This design comes from an exercise in tuning for small area, a short achievable clock period and few clock cycles on the open sky130 flow, not from production work. Where RTL was checked, it was by simulation tests only, not by an equivalence proof against the original. Power figures rest on the tool's default switching activity, not on a simulated workload.

==> amber <==
// alu_mc
module alu_mc #(
  parameter int WIDTH = 64
) (
  input  logic             clk,
  input  logic             rst_n,
  input  logic             in_valid,
  output logic             in_ready,
  input  logic [WIDTH-1:0] A,
  input  logic [WIDTH-1:0] B,
  input  logic [4:0]       FS,
  input  logic             C0,
  output logic             out_valid,
  input  logic             out_ready,
  output logic [WIDTH-1:0] F,
  output logic [3:0]       status,
  output logic             busy
);
export LEC_CHECK = 0
export CAP_MARGIN = 20
export CORE_MARGIN = 2
export CORE_UTILIZATION = 40
export SETUP_SLACK_MARGIN = 3.0
export SLEW_MARGIN = 20
export SYNTH_HIERARCHICAL = 1
create_clock -name core_clock -period 6.5 [get_ports {clk}]
standard.sh (not shown) runs the stock make flow with config.mk's settings and CLKGATE_MAP_FILE= SYNTH_SCRIPT=/design/flow/synth_recipe.tcl, a recipe that flattens the netlist after the stock synthesis.
==> flow/flow/run.sh <==
#!/bin/bash
# Standard ORFS layout, except that the port buffers are plain buf_2 cells
# rather than the delay buffers buffer_ports picks by default.
set -euo pipefail
bash standard.sh "BUFFER_PORTS_ARGS=-buffer_cell sky130_fd_sc_hd__buf_2" finish > standard_flow.log 2>&1
==> inputs of onyx, as changes to amber <==
--- a/flow/design.v
+++ b/flow/design.v
@@ -23,23 +23,24 @@
   logic [63:0]   a_reg;            
   logic [63:0]   r_reg;            
   logic [SW-1:0] sw_reg, cw_reg;   
   logic [K-1:0]  xq_reg, yq_reg;   
   logic          zq_reg;           
   logic [1:0]    cr_reg;           
-  logic          bprev_reg;        
   logic          v_reg, c_reg;
   assign in_ready  = rst_n & ~busy_reg & (~valid_reg | out_ready);
   assign out_valid = valid_reg;
   assign busy      = busy_reg;
   assign F         = r_reg;
-  assign status    = {v_reg, c_reg, r_reg[63], ~|r_reg};
+  logic          r_zero;
+  alu_zero64 u_zero (.x(r_reg), .z(r_zero));
+  assign status    = {v_reg, c_reg, r_reg[63], r_zero};
   assign accept    = in_valid & in_ready;
   assign op_is_mul = (FS[4:2] == 3'b110);
   assign mul_last  = (cnt_reg == 4'd8);
-  logic [63:0] a_op, b_op, alu_res;
+  logic [63:0] a_op, b_op;
   logic [63:0] ag, ap, aco;
   logic [64:0] sum;
   logic        alu_v, alu_c;
   assign a_op = FS[1] ? ~A : A;
   assign b_op = FS[0] ? ~B : B;
   assign ag   = {a_op[63:1] & b_op[63:1], (a_op[0] & b_op[0]) | ((a_op[0] ^ b_op[0]) & C0)};
@@ -49,40 +50,50 @@
   logic [63:0] sh_in, sh_out, shr;
   always_comb begin
     for (int i = 0; i < 64; i++) sh_in[i] = FS[2] ? A[63-i] : A[i];
     sh_out = sh_in << B[5:0];
     for (int i = 0; i < 64; i++) shr[i] = sh_out[63-i];
   end
+  logic [63:0] rest, r_next;
+  logic        sel_sum;
+  logic [7:0]  rsel;
   always_comb begin
-    alu_res = '0;
-    alu_v   = 1'b0;
-    alu_c   = 1'b0;
-    case (FS[4:2])
-      3'b000: alu_res = a_op & b_op;
-      3'b001: alu_res = a_op | b_op;
-      3'b010: begin
-        alu_res = sum[63:0];
-        alu_c   = sum[64];
-        alu_v   = ~(a_op[63] ^ b_op[63]) & (sum[63] ^ a_op[63]);
-      end
-      3'b011: alu_res = a_op ^ b_op;
-      3'b100: alu_res = sh_out;
-      3'b101: alu_res = shr;
-      3'b110: alu_res = B;           
-      default: alu_res = '0;
-    endcase
+    rsel = '0;
+    if (busy_reg) rsel[6] = 1'b1;
+    else if (!accept) rsel[7] = 1'b1;    
+    else begin
+      case (FS[4:2])
+        3'b000:  rsel[0] = 1'b1;     
+        3'b001:  rsel[1] = 1'b1;     
+        3'b011:  rsel[2] = 1'b1;     
+        3'b100:  rsel[3] = 1'b1;     
+        3'b101:  rsel[4] = 1'b1;     
+        3'b110:  rsel[5] = 1'b1;     
+        default: rsel = '0;          
+      endcase
+    end
   end
-  logic [K:0]    mb;
+  alu_sel8 u_rest (.d0(a_op & b_op), .d1(a_op | b_op), .d2(a_op ^ b_op), .d3(sh_out), .d4(shr),
+                   .d5(B), .d6({lo[K-1:0], r_reg[63:K]}), .d7(r_reg), .s(rsel), .y(rest));
+  assign sel_sum = accept & (FS[4:2] == 3'b010);
+  alu_mux64 u_rmux (.a(sum[63:0]), .b(rest), .s(sel_sum), .y(r_next));
+  assign alu_c = sel_sum & sum[64];
+  assign alu_v = sel_sum & ~(a_op[63] ^ b_op[63]) & (sum[63] ^ a_op[63]);
+  logic [63:0] a_next;
+  alu_mux64 u_ahold (.a(a_reg), .b(A), .s(busy_reg), .y(a_next));
+  logic [K:0]    mb_next;
+  logic [3:0]     bone_next, btwo_next, bneg_next;
   logic [3:0]     bone, btwo, bneg;
   logic [63:0]   pp [0:3];
-  assign mb = {r_reg[K-1:0], bprev_reg};
+  assign mb_next = busy_reg ? {r_reg[2*K-1:K], r_reg[K-1]} : {B[K-1:0], 1'b0};
   always_comb begin
     for (int m = 0; m < 4; m++) begin
-      bone[m] = mb[2*m+1] ^ mb[2*m];
-      btwo[m] = (mb[2*m+2] & ~mb[2*m+1] & ~mb[2*m]) | (~mb[2*m+2] & mb[2*m+1] & mb[2*m]);
-      bneg[m] = mb[2*m+2];
+      bone_next[m] = mb_next[2*m+1] ^ mb_next[2*m];
+      btwo_next[m] = (mb_next[2*m+2] & ~mb_next[2*m+1] & ~mb_next[2*m]) |
+                     (~mb_next[2*m+2] & mb_next[2*m+1] & mb_next[2*m]);
+      bneg_next[m] = mb_next[2*m+2];
       pp[m] = ((a_reg & {64{bone[m]}}) | ({a_reg[62:0], 1'b0} & {64{btwo[m]}})) ^ {64{bneg[m]}};
     end
   end
   logic [63:0]   xr, yr;           
   logic [K+1:0]  lo;               
   wire [SW-1:0]  sw = sw_reg;
@@ -480,20 +491,20 @@
     sw_reg    <= busy_reg ? xr[63:K] : '0;
     cw_reg    <= busy_reg ? yr[63:K] : '0;
     xq_reg    <= busy_reg ? xr[K-1:0] : '0;
     yq_reg    <= busy_reg ? yr[K-1:0] : '0;
     zq_reg    <= busy_reg & bneg[3];
     cr_reg    <= busy_reg ? lo[K+1:K] : 2'b00;
-    bprev_reg <= busy_reg & r_reg[K-1];
-    if (!busy_reg) a_reg <= A;
+    bone      <= bone_next;
+    btwo      <= btwo_next;
+    bneg      <= bneg_next;
+    a_reg     <= a_next;
+    r_reg     <= r_next;
     if (accept) begin
-      r_reg <= alu_res;
       v_reg <= alu_v;
       c_reg <= alu_c;
-    end else if (busy_reg) begin
-      r_reg <= {lo[K-1:0], r_reg[63:K]};
     end
   end
 endmodule
 module alu_fa (
   input  logic a,
   input  logic b,
@@ -510,12 +521,47 @@
   output logic s,
   output logic co
 );
   assign s  = a ^ b;
   assign co = a & b;
 endmodule
+module alu_mux64 (
+  input  logic [63:0] a,
+  input  logic [63:0] b,
+  input  logic        s,
+  output logic [63:0] y
+);
+  assign y = s ? a : b;
+endmodule
+module alu_zero64 (
+  input  logic [63:0] x,
+  output logic        z
+);
+  logic [15:0] n1;
+  logic [3:0]  n2;
+  always_comb begin
+    for (int i = 0; i < 16; i++) n1[i] = ~|x[4*i +: 4];
+    for (int j = 0; j < 4; j++) n2[j] = ~&n1[4*j +: 4];
+    z = ~|n2;
+  end
+endmodule
+module alu_sel8 (
+  input  logic [63:0] d0,
+  input  logic [63:0] d1,
+  input  logic [63:0] d2,
+  input  logic [63:0] d3,
+  input  logic [63:0] d4,
+  input  logic [63:0] d5,
+  input  logic [63:0] d6,
+  input  logic [63:0] d7,
+  input  logic [7:0]  s,
+  output logic [63:0] y
+);
+  assign y = (d0 & {64{s[0]}}) | (d1 & {64{s[1]}}) | (d2 & {64{s[2]}}) | (d3 & {64{s[3]}}) |
+             (d4 & {64{s[4]}}) | (d5 & {64{s[5]}}) | (d6 & {64{s[6]}}) | (d7 & {64{s[7]}});
+endmodule
 module alu_pfx64 (
   input  logic [63:0] g,
   input  logic [63:0] p,
   output logic [63:0] co
 );
   logic [63:0] gl [0:6];
CORE_UTILIZATION = 60   (was 40)
TNS_END_PERCENT = 0   (was unset)
==> notes <==
Synthesized cell count: onyx is smaller than amber (about 18%). Between onyx and amber, the lower count of clock-buffer cells in the layout is in amber (gap 5). Core utilization: onyx is higher than amber (15 points). Between onyx and amber, the lower fmax is in amber (gap about 17%, measured against amber). In amber the cell area is larger than in onyx, by about 23%. In amber the sequential cell count is lower than in onyx, by 12. Between onyx and amber, the lower first-iteration DRC count is in amber (gap 7.0%, measured against amber). In clock power, amber and onyx hardly differ.
Testbench counts of onyx, summed over its fixed seeds: cycles 5,376.
No functional check of the RTL was part of amber.


==> 12-12 <==
Another version of the RTL of alu_mc (not shown whole).
==> flow/config.mk <==
export PLATFORM = sky130hd
export DESIGN_NAME = alu_mc
export DESIGN_NICKNAME = alu_mc
export VERILOG_FILES = /design/flow/design.v
export SDC_FILE = /design/flow/constraint.sdc
export NUM_CORES = 4
export LEC_CHECK = 0
export CAP_MARGIN = 20
export CORE_MARGIN = 2
export CORE_UTILIZATION = 55
export SETUP_SLACK_MARGIN = 3.0
export SLEW_MARGIN = 20
export SYNTH_HIERARCHICAL = 1
==> flow/constraint.sdc <==
create_clock -name core_clock -period 6.5 [get_ports {clk}]
set_input_delay 1.3000 -clock core_clock [delete_from_list [all_inputs] [get_ports {clk}]]
set_output_delay 1.3000 -clock core_clock [all_outputs]
set_load 0.01 [all_outputs]
Scripts as last shown in full above: flow/flow/run.sh
==> 10-10 (differences from 12-12) <==
--- a/flow/design.v
+++ b/flow/design.v
@@ -51,36 +51,39 @@
   always_comb begin
     for (int i = 0; i < 64; i++) sh_in[i] = FS[2] ? A[63-i] : A[i];
     sh_out = sh_in << B[5:0];
     for (int i = 0; i < 64; i++) shr[i] = sh_out[63-i];
   end
   logic [63:0] rest, r_next;
   logic        sel_sum;
-  logic [6:0]  rsel;
+  logic [7:0]  rsel;
   always_comb begin
     rsel = '0;
     if (busy_reg) rsel[6] = 1'b1;
+    else if (!accept) rsel[7] = 1'b1;    
     else begin
       case (FS[4:2])
         3'b000:  rsel[0] = 1'b1;     
         3'b001:  rsel[1] = 1'b1;     
         3'b011:  rsel[2] = 1'b1;     
         3'b100:  rsel[3] = 1'b1;     
         3'b101:  rsel[4] = 1'b1;     
         3'b110:  rsel[5] = 1'b1;     
         default: rsel = '0;          
       endcase
     end
   end
-  alu_sel7 u_rest (.d0(a_op & b_op), .d1(a_op | b_op), .d2(a_op ^ b_op), .d3(sh_out), .d4(shr),
-                   .d5(B), .d6({lo[K-1:0], r_reg[63:K]}), .s(rsel), .y(rest));
-  assign sel_sum = ~busy_reg & (FS[4:2] == 3'b010);
+  alu_sel8 u_rest (.d0(a_op & b_op), .d1(a_op | b_op), .d2(a_op ^ b_op), .d3(sh_out), .d4(shr),
+                   .d5(B), .d6({lo[K-1:0], r_reg[63:K]}), .d7(r_reg), .s(rsel), .y(rest));
+  assign sel_sum = accept & (FS[4:2] == 3'b010);
   alu_mux64 u_rmux (.a(sum[63:0]), .b(rest), .s(sel_sum), .y(r_next));
   assign alu_c = sel_sum & sum[64];
   assign alu_v = sel_sum & ~(a_op[63] ^ b_op[63]) & (sum[63] ^ a_op[63]);
+  logic [63:0] a_next;
+  alu_mux64 u_ahold (.a(a_reg), .b(A), .s(busy_reg), .y(a_next));
   logic [K:0]    mb_next;
   logic [3:0]     bone_next, btwo_next, bneg_next;
   logic [3:0]     bone, btwo, bneg;
   logic [63:0]   pp [0:3];
   assign mb_next = busy_reg ? {r_reg[2*K-1:K], r_reg[K-1]} : {B[K-1:0], 1'b0};
   always_comb begin
     for (int m = 0; m < 4; m++) begin
@@ -490,16 +493,16 @@
     xq_reg    <= busy_reg ? xr[K-1:0] : '0;
     yq_reg    <= busy_reg ? yr[K-1:0] : '0;
     zq_reg    <= busy_reg & bneg[3];
     cr_reg    <= busy_reg ? lo[K+1:K] : 2'b00;
     bone      <= bone_next;
     btwo      <= btwo_next;
     bneg      <= bneg_next;
-    if (!busy_reg) a_reg <= A;
-    if (accept | busy_reg) r_reg <= r_next;
+    a_reg     <= a_next;
+    r_reg     <= r_next;
     if (accept) begin
       v_reg <= alu_v;
       c_reg <= alu_c;
     end
   end
 endmodule
 module alu_fa (
@@ -537,27 +540,28 @@
   logic [3:0]  n2;
   always_comb begin
     for (int i = 0; i < 16; i++) n1[i] = ~|x[4*i +: 4];
     for (int j = 0; j < 4; j++) n2[j] = ~&n1[4*j +: 4];
     z = ~|n2;
   end
 endmodule
-module alu_sel7 (
+module alu_sel8 (
   input  logic [63:0] d0,
   input  logic [63:0] d1,
   input  logic [63:0] d2,
   input  logic [63:0] d3,
   input  logic [63:0] d4,
   input  logic [63:0] d5,
   input  logic [63:0] d6,
-  input  logic [6:0]  s,
+  input  logic [63:0] d7,
+  input  logic [7:0]  s,
   output logic [63:0] y
 );
   assign y = (d0 & {64{s[0]}}) | (d1 & {64{s[1]}}) | (d2 & {64{s[2]}}) | (d3 & {64{s[3]}}) |
-             (d4 & {64{s[4]}}) | (d5 & {64{s[5]}}) | (d6 & {64{s[6]}});
+             (d4 & {64{s[4]}}) | (d5 & {64{s[5]}}) | (d6 & {64{s[6]}}) | (d7 & {64{s[7]}});
 endmodule
 module alu_pfx64 (
   input  logic [63:0] g,
   input  logic [63:0] p,
   output logic [63:0] co
 );
   logic [63:0] gl [0:6];
TNS_END_PERCENT = 0   (was not set)
==> comparison table <==
Status: 12-12 complete, no violations; 10-10 complete, no violations
Worst vdd rail ir drop: 12-12 0.154 mV; 10-10 0.173 mV
Routing usage on met1: 12-12 55.4%; 10-10 54.6%
Sequential-cell power consumption: 12-12 2.17 mW; 10-10 2.36 mW
Syn Area/Cell: 12-12 9.47 µm²; 10-10 9.24 µm²
Multi-input combinational gate total: 12-12 2,740; 10-10 2,847
Final-layout clock-cell area share: 12-12 3.11%; 10-10 3.36%
Detailed Route Iter0 Violations: 12-12 5,104; 10-10 4,882
Biggest cell delay along the critical path: 12-12 880 ps; 10-10 530 ps
Share of cells above drive strength 1: 12-12 30.0%; 10-10 24.1%
Multi-input gate share of total cell area: 12-12 66.6%; 10-10 70.6%
Met3 track utilization from global routing: 12-12 12.1%; 10-10 13.2%
CP startpoint kind: 12-12 input port; 10-10 flip-flop
Placed insts: 12-12 4,354; 10-10 4,503
Final core occ: 12-12 66.0%; 10-10 61.8%
Post-cts sizing count: 12-12 440; 10-10 190
Largest net degree at the start of global routing: 12-12 139; 10-10 87
Testbench counts of 10-10, summed over its fixed seeds: cycles 5,376.
Only the layout flow was run in 12-12; the RTL was not checked for function there.

-- port drivers added, routing unchanged --
How much do the figures lean on ideal ports? The routed layouts below were timed once more, with nothing changed but the port constraints. Step 1 sets driving cells, clkbuf_16 on the clock port and buf_2 on the other inputs (assumed; they add their load-dependent delay and slew). Step 2 moves the port delays by t, midway between the first and last clock arrival at a register: inputs arrive t later, outputs are due t later. That takes back most of the time a late clock gives input paths. Three values: ideal, step 1, step 2; two values: the first two.
run	t (ns)	slack for setup (ns)	worst setup path after step 2	cell pins on the clock port's net
amber	0.669	2.026 / 1.918 / 1.249	input to register	1
onyx	0.639	2.687 / 2.181 / 1.543	input to register	1
12-12	0.643	2.477 / 1.933 / 1.290	input to register	1
10-10	0.650	2.778 / 2.485 / 1.835	input to register	1
After both steps every run listed still meets setup and hold. The setup slack of 12-12, which loses most, moves by -0.544 ns with the drivers and by -1.187 ns with both steps.
